This design comes from an exercise in tuning for small area on the open sky130 flow, not from production work. In this exercise RTL edits were held to simulation tests only and were not proved equivalent to the original. Power and IR drop assume default switching activity.

==> run Y: inputs <==
Design dcache, start of the top module:
module dcache
(
    input  wire logic                     clock,
    input  wire logic                     reset,
    input  wire logic                     req_valid,
    input  wire mem_pkg::mem_op_t         req_op,
    input  wire dcache_pkg::access_size_t req_size,
    input  wire mem_pkg::mem_addr_t       req_addr,
    input  wire logic [32-1:0]      req_wdata,
    output logic                          stall,
    output logic                          resp_valid,
    output logic [32-1:0]           resp_data,
    output mem_pkg::bus_cmd_t             mem_command,
    output mem_pkg::mem_addr_t            mem_addr,
    output mem_pkg::mem_block_t           mem_wdata,
    input  wire mem_pkg::mem_tag_t        mem_accept_tag,
    input  wire mem_pkg::mem_block_t      mem_rdata,
    input  wire mem_pkg::mem_tag_t        mem_resp_tag
);
    localparam int NL = 16;
    localparam int NB = 3;    
    logic        wt_q;        
    logic        wm_q;        
    logic        rd_acc_q;    
    logic [1:0]  rd_slot_q;   
    logic        held_op;
    logic [1:0]  held_size;
    logic [31:0] held_addr;
    logic [31:0] held_wdata;
    logic [NL-1:0]        lv_q;      
    logic [NL-1:0]        ld_q;      
    logic [NL-1:0][24:0]  lt_q;      
  ...
Settings: LEC_CHECK=0, CAP_MARGIN=20, CORE_MARGIN=2, CORE_UTILIZATION=30, PLACE_DENSITY=0.45, SLEW_MARGIN=20; clock period 10.0 ns.
run.sh (not shown) runs the stock make flow with config.mk's settings and CLKGATE_MAP_FILE= SYNTH_SCRIPT=/design/flow/synth_recipe.tcl, a recipe that flattens the netlist after the stock synthesis.
==> run X (differences from run Y) <==
--- a/flow/design.v
+++ b/flow/design.v
@@ -109,13 +109,12 @@
     logic        wm_q;        
     logic        rd_acc_q;    
     logic [1:0]  rd_slot_q;   
     logic        held_op;
     logic [1:0]  held_size;
     logic [31:0] held_addr;
-    logic [31:0] held_wdata;
     logic [NL-1:0]        lv_q;      
     logic [NL-1:0]        ld_q;      
     logic [NL-1:0][24:0]  lt_q;      
     logic [NL-1:0][63:0]  lb_q;      
     logic [NB-1:0]        bv_q;      
     logic [NB-1:0][1:0]   bs_q;      
@@ -128,16 +127,16 @@
     logic [31:0] w_wdata;
     logic [3:0]  w_idx;
     logic [24:0] w_tag;
     logic [2:0]  w_off;
     assign ready   = !wt_q && !wm_q;
     assign stall   = !ready;
-    assign w_op    = ready ? req_op    : held_op;
-    assign w_size  = ready ? req_size  : held_size;
-    assign w_addr  = ready ? req_addr  : held_addr;
-    assign w_wdata = ready ? req_wdata : held_wdata;
+    assign w_op    = (ready & req_op)               | (!ready & held_op);
+    assign w_size  = ({2{ready}} & req_size)        | ({2{!ready}} & held_size);
+    assign w_addr  = ({32{ready}} & req_addr)       | ({32{!ready}} & held_addr);
+    assign w_wdata = ({32{ready}} & req_wdata)      | ({32{!ready}} & resp_data);   
     assign w_idx   = w_addr[6:3];
     assign w_tag   = w_addr[31:7];
     assign w_off   = w_addr[2:0];
     logic [NL-1:0] dec;
     always_comb begin
         for (int l = 0; l < NL; l++) dec[l] = (w_idx == 4'(l));
@@ -155,13 +154,13 @@
             r_dirty = r_dirty | (dec[l] & ld_q[l]);
             r_tag   = r_tag   | ({25{dec[l]}} & lt_q[l]);
             r_block = r_block | ({64{dec[l]}} & lb_q[l]);
         end
     end
     logic hit;
-    assign hit = r_valid && (r_tag == w_tag);
+    assign hit = r_valid && (r_tag == req_addr[31:7]);   
     logic [NB-1:0] fm;
     logic          fwd_hit;
     logic [63:0]   fwd_block;
     always_comb begin
         fwd_block = '0;
         for (int k = 0; k < NB; k++) begin
@@ -286,18 +285,15 @@
             rd_acc_q  <= 1'b0;
         end else if (issue_rd && !any_wb && acc) begin
             rd_acc_q  <= 1'b1;
         end
     end
     always_ff @(posedge clock) begin
-        if (ready) begin
-            held_op    <= req_op;
-            held_size  <= req_size;
-            held_addr  <= req_addr;
-            held_wdata <= req_wdata;
-        end
+        held_op    <= w_op;
+        held_size  <= w_size;
+        held_addr  <= w_addr;
     end
     logic [63:0] rblk;
     logic [31:0] rword;
     logic [31:0] field;
     assign rblk  = (ready && hit) ? r_block : base;
     assign rword = w_off[2] ? rblk[63:32] : rblk[31:0];
@@ -306,13 +302,16 @@
         case (w_size)
             2'd0: field[7:0]  = rword[8*w_off[1:0] +: 8];
             2'd1: field[15:0] = rword[16*w_off[1] +: 16];
             default: field = rword;
         endcase
     end
+    logic resp_keep;    
+    assign resp_keep = ready ? ((w_op == mem_pkg::mem_write) && !hit && !fwd_hit) : !fill;
     always_ff @(posedge clock) begin
         if (reset) resp_valid <= 1'b0;
         else       resp_valid <= (take && (hit || fwd_hit)) || fill;
-        resp_data <= (w_op == mem_pkg::mem_write) ? '0 : field;
+        resp_data <= ({32{resp_keep}} & w_wdata) |
+                     ({32{!resp_keep && (w_op != mem_pkg::mem_write)}} & field);
     end
 endmodule
 `default_nettype wire
==> flow/flow/run.sh (new file) <==
#!/bin/bash
# The standard flow (standard.sh) with three changes:
#  - synthesis is the standard one, except for the final ABC technology
#    mapping: it is run with each of the area-oriented scripts flow/*.abc
#    and the smallest result is kept (registers are mapped before ABC runs,
#    so they are the standard synthesis's)
#  - port buffers use the smallest buffer cell
#  - clock tree: no dummy loads, explicit leaf clustering
set -euo pipefail
W=$(pwd)
cat > my_synth.tcl <<T
proc abc {args} {
  set i [lsearch -exact \$args -script]
  yosys design -save pre_abc
  set best ""
  set best_area 1e30
  foreach s [lsort [glob $W/flow/*.abc]] {
    yosys design -load pre_abc
    lset args [expr {\$i + 1}] \$s
    yosys abc {*}\$args
    yosys opt_clean -purge
    set st [tee -q -s result.string stat {*}\$::lib_args]
    regexp {Chip area for module [^:]*: ([0-9.]+)} \$st -> area
    puts "ABC script \$s: area \$area"
    if { \$area < \$best_area } { set best_area \$area; set best \$s }
  }
  puts "ABC script chosen: \$best (area \$best_area)"
  yosys design -load pre_abc
  lset args [expr {\$i + 1}] \$best
  yosys abc {*}\$args
}
source $W/synth_recipe.tcl
T
sed "s#SYNTH_SCRIPT=[^ ]*#SYNTH_SCRIPT=$W/my_synth.tcl#" standard.sh > my_standard.sh
grep -q "SYNTH_SCRIPT=$W/my_synth.tcl" my_standard.sh
export BUFFER_PORTS_ARGS="-buffer_cell sky130_fd_sc_hd__buf_1"
export CTS_ARGS="-sink_clustering_enable -repair_clock_nets -dont_use_dummy_load -buf_list sky130_fd_sc_hd__clkbuf_8 -sink_clustering_size 14 -sink_clustering_max_diameter 60"
bash my_standard.sh > standard.log 2>&1
==> flow/flow/b11.abc (new file) <==
&get -n
&st
&dc2
&st
&dch -f
&nf -a -p -R 1000
&st
&dch -f
&nf -a -p -R 1000
&put
topo
stime -c
==> flow/flow/b13.abc (new file) <==
&get -n
&st
&dch
&nf -a -p -R 1000
&st
&dch
&nf -a -p -R 1000
&put
topo
stime -c
==> flow/flow/b6.abc (new file) <==
&get -n
&st
&dch -f
&nf -a -p -R 1000
&st
&dch -f
&nf -a -p -R 1000
&put
topo
stime -c
==> flow/flow/b7.abc (new file) <==
&get -n
&st
&dch -f
&nf -a -p -R 1000
&st
&dch -f
&nf -a -p -R 1000
&st
&dch -f
&nf -a -p -R 1000
&put
topo
stime -c
==> flow/standard.sh (new file) <==
#!/bin/bash
# synth_recipe.tcl (not shown) runs the flow's synth.tcl, then flattens the netlist and writes it again
# the make line also repeats each setting of config.mk as NAME=value (left out here)
make -C /OpenROAD-flow-scripts/flow DESIGN_CONFIG=/design/flow/config.mk WORK_HOME=/design/flow/orfs CLKGATE_MAP_FILE= SYNTH_SCRIPT=/design/flow/synth_recipe.tcl "${@:-finish}"
- CORE_UTILIZATION: 30 -> 60
- PLACE_DENSITY: 0.45 -> 0.7
removed: flow/run.sh
==> run C (differences from run Y) <==
--- a/flow/design.v
+++ b/flow/design.v
@@ -109,13 +109,12 @@
     logic        wm_q;        
     logic        rd_acc_q;    
     logic [1:0]  rd_slot_q;   
     logic        held_op;
     logic [1:0]  held_size;
     logic [31:0] held_addr;
-    logic [31:0] held_wdata;
     logic [NL-1:0]        lv_q;      
     logic [NL-1:0]        ld_q;      
     logic [NL-1:0][24:0]  lt_q;      
     logic [NL-1:0][63:0]  lb_q;      
     logic [NB-1:0]        bv_q;      
     logic [NB-1:0][1:0]   bs_q;      
@@ -128,16 +127,16 @@
     logic [31:0] w_wdata;
     logic [3:0]  w_idx;
     logic [24:0] w_tag;
     logic [2:0]  w_off;
     assign ready   = !wt_q && !wm_q;
     assign stall   = !ready;
-    assign w_op    = ready ? req_op    : held_op;
-    assign w_size  = ready ? req_size  : held_size;
-    assign w_addr  = ready ? req_addr  : held_addr;
-    assign w_wdata = ready ? req_wdata : held_wdata;
+    assign w_op    = (ready & req_op)               | (!ready & held_op);
+    assign w_size  = ({2{ready}} & req_size)        | ({2{!ready}} & held_size);
+    assign w_addr  = ({32{ready}} & req_addr)       | ({32{!ready}} & held_addr);
+    assign w_wdata = ({32{ready}} & req_wdata)      | ({32{!ready}} & resp_data);   
     assign w_idx   = w_addr[6:3];
     assign w_tag   = w_addr[31:7];
     assign w_off   = w_addr[2:0];
     logic [NL-1:0] dec;
     always_comb begin
         for (int l = 0; l < NL; l++) dec[l] = (w_idx == 4'(l));
@@ -155,13 +154,13 @@
             r_dirty = r_dirty | (dec[l] & ld_q[l]);
             r_tag   = r_tag   | ({25{dec[l]}} & lt_q[l]);
             r_block = r_block | ({64{dec[l]}} & lb_q[l]);
         end
     end
     logic hit;
-    assign hit = r_valid && (r_tag == w_tag);
+    assign hit = r_valid && (r_tag == req_addr[31:7]);   
     logic [NB-1:0] fm;
     logic          fwd_hit;
     logic [63:0]   fwd_block;
     always_comb begin
         fwd_block = '0;
         for (int k = 0; k < NB; k++) begin
@@ -286,18 +285,15 @@
             rd_acc_q  <= 1'b0;
         end else if (issue_rd && !any_wb && acc) begin
             rd_acc_q  <= 1'b1;
         end
     end
     always_ff @(posedge clock) begin
-        if (ready) begin
-            held_op    <= req_op;
-            held_size  <= req_size;
-            held_addr  <= req_addr;
-            held_wdata <= req_wdata;
-        end
+        held_op    <= w_op;
+        held_size  <= w_size;
+        held_addr  <= w_addr;
     end
     logic [63:0] rblk;
     logic [31:0] rword;
     logic [31:0] field;
     assign rblk  = (ready && hit) ? r_block : base;
     assign rword = w_off[2] ? rblk[63:32] : rblk[31:0];
@@ -306,13 +302,16 @@
         case (w_size)
             2'd0: field[7:0]  = rword[8*w_off[1:0] +: 8];
             2'd1: field[15:0] = rword[16*w_off[1] +: 16];
             default: field = rword;
         endcase
     end
+    logic resp_keep;    
+    assign resp_keep = ready ? ((w_op == mem_pkg::mem_write) && !hit && !fwd_hit) : !fill;
     always_ff @(posedge clock) begin
         if (reset) resp_valid <= 1'b0;
         else       resp_valid <= (take && (hit || fwd_hit)) || fill;
-        resp_data <= (w_op == mem_pkg::mem_write) ? '0 : field;
+        resp_data <= ({32{resp_keep}} & w_wdata) |
+                     ({32{!resp_keep && (w_op != mem_pkg::mem_write)}} & field);
     end
 endmodule
 `default_nettype wire
==> flow/flow/run.sh (new file) <==
#!/bin/bash
# The standard flow (standard.sh) with three changes:
#  - synthesis is the standard one, except for the final ABC technology
#    mapping: it is run with each of the area-oriented scripts flow/*.abc
#    and the smallest result is kept (registers are mapped before ABC runs,
#    so they are the standard synthesis's)
#  - port buffers use the smallest buffer cell
#  - clock tree: no dummy loads, explicit leaf clustering
set -euo pipefail
W=$(pwd)
cat > my_synth.tcl <<T
proc abc {args} {
  set i [lsearch -exact \$args -script]
  yosys design -save pre_abc
  set best ""
  set best_area 1e30
  foreach s [lsort [glob $W/flow/*.abc]] {
    yosys design -load pre_abc
    lset args [expr {\$i + 1}] \$s
    yosys abc {*}\$args
    yosys opt_clean -purge
    set st [tee -q -s result.string stat {*}\$::lib_args]
    regexp {Chip area for module [^:]*: ([0-9.]+)} \$st -> area
    puts "ABC script \$s: area \$area"
    if { \$area < \$best_area } { set best_area \$area; set best \$s }
  }
  puts "ABC script chosen: \$best (area \$best_area)"
  yosys design -load pre_abc
  lset args [expr {\$i + 1}] \$best
  yosys abc {*}\$args
}
source $W/synth_recipe.tcl
T
sed "s#SYNTH_SCRIPT=[^ ]*#SYNTH_SCRIPT=$W/my_synth.tcl#" standard.sh > my_standard.sh
grep -q "SYNTH_SCRIPT=$W/my_synth.tcl" my_standard.sh
export BUFFER_PORTS_ARGS="-buffer_cell sky130_fd_sc_hd__buf_1"
export CTS_ARGS="-sink_clustering_enable -repair_clock_nets -dont_use_dummy_load -buf_list sky130_fd_sc_hd__clkbuf_8 -sink_clustering_size 16 -sink_clustering_max_diameter 60"
bash my_standard.sh > standard.log 2>&1
==> flow/flow/b11.abc (new file) <==
&get -n
&st
&dc2
&st
&dch -f
&nf -a -p -R 1000
&st
&dch -f
&nf -a -p -R 1000
&put
topo
stime -c
==> flow/flow/b13.abc (new file) <==
&get -n
&st
&dch
&nf -a -p -R 1000
&st
&dch
&nf -a -p -R 1000
&put
topo
stime -c
==> flow/flow/b6.abc (new file) <==
&get -n
&st
&dch -f
&nf -a -p -R 1000
&st
&dch -f
&nf -a -p -R 1000
&put
topo
stime -c
==> flow/flow/b7.abc (new file) <==
&get -n
&st
&dch -f
&nf -a -p -R 1000
&st
&dch -f
&nf -a -p -R 1000
&st
&dch -f
&nf -a -p -R 1000
&put
topo
stime -c
==> flow/standard.sh (new file) <==
#!/bin/bash
# synth_recipe.tcl (not shown) runs the flow's synth.tcl, then flattens the netlist and writes it again
# the make line also repeats each setting of config.mk as NAME=value (left out here)
make -C /OpenROAD-flow-scripts/flow DESIGN_CONFIG=/design/flow/config.mk WORK_HOME=/design/flow/orfs CLKGATE_MAP_FILE= SYNTH_SCRIPT=/design/flow/synth_recipe.tcl "${@:-finish}"
- CORE_UTILIZATION: 30 -> 70
- PLACE_DENSITY: 0.45 -> 0.8
removed: flow/run.sh
==> run R (differences from run Y) <==
- CORE_UTILIZATION: 30 -> 60
- CTS_BUF_LIST: default -> sky130_fd_sc_hd__clkbuf_4
- CTS_CLUSTER_SIZE: default -> 20
- PLACE_DENSITY: 0.45 -> 0.7
==> qor summary <==
item	run X	run C	run R	run Y
Distinct cell type count of the synthesized netlist	51	51	71	71
Worst-path maximum fanout	21	18	24	76
Share of synthesized area occupied by flip-flops and latches	77.8%	77.8%	74.3%	74.3%
Vias	47,000	48,000	51,500	48,000
Post-synthesis register bit count	1,817	1,817	1,849	1,849
CTS Root Buffer Type	sky130_fd_sc_hd__clkbuf_8	sky130_fd_sc_hd__clkbuf_8	sky130_fd_sc_hd__clkbuf_4	sky130_fd_sc_hd__clkbuf_16
CTS HTree Levels	4	4	5	4
Cell count after synthesis	4,179	4,179	4,899	4,899
Post-layout nets	4,966	4,947	5,561	5,320
Worst r2r src	wm_q	wt_q	wt_q	wt_q
Post-synthesis simple-gate area fraction	6.38%	6.38%	7.32%	7.32%
Result of the run	finished clean	finished clean	finished clean	finished clean
Total power	14.0 mW	13.7 mW	16.9 mW	17.8 mW
Post-DR vias/cell	7.43	7.88	6.98	5.63

==> re-timing with driven ports <==
How much do the figures lean on ideal ports? The routed layouts below were timed once more, with nothing changed but the port constraints.
Step 1 (the two cells are an assumption about what drives the block):
set clk [get_ports {clock}]
set_driving_cell -lib_cell sky130_fd_sc_hd__clkbuf_16 $clk
set_driving_cell -lib_cell sky130_fd_sc_hd__buf_2 [delete_from_list [all_inputs] $clk]
Step 2, shift: input delay + t, output delay - t, t = (earliest + latest rising clock arrival at the registers) / 2. This alone moves slack from input paths to output paths.
a / b / c = ideal ports / drivers / drivers and shift; a / b = the first two.
run	t (ns)	setup slack, ns	worst setup path after step 2
run Y	0.934	1.925 / 1.978 / 1.044	input to register
run X	0.948	1.007 / 1.055 / 0.107	input to register
run C	0.934	1.476 / 1.526 / 0.592	input to register
run R	1.407	2.275 / 2.321 / 0.913	input to register
After both steps setup and hold are still met in every run listed. For run R, which loses most, drivers alone change the setup slack by +0.046 ns; drivers and shift together by -1.362 ns.
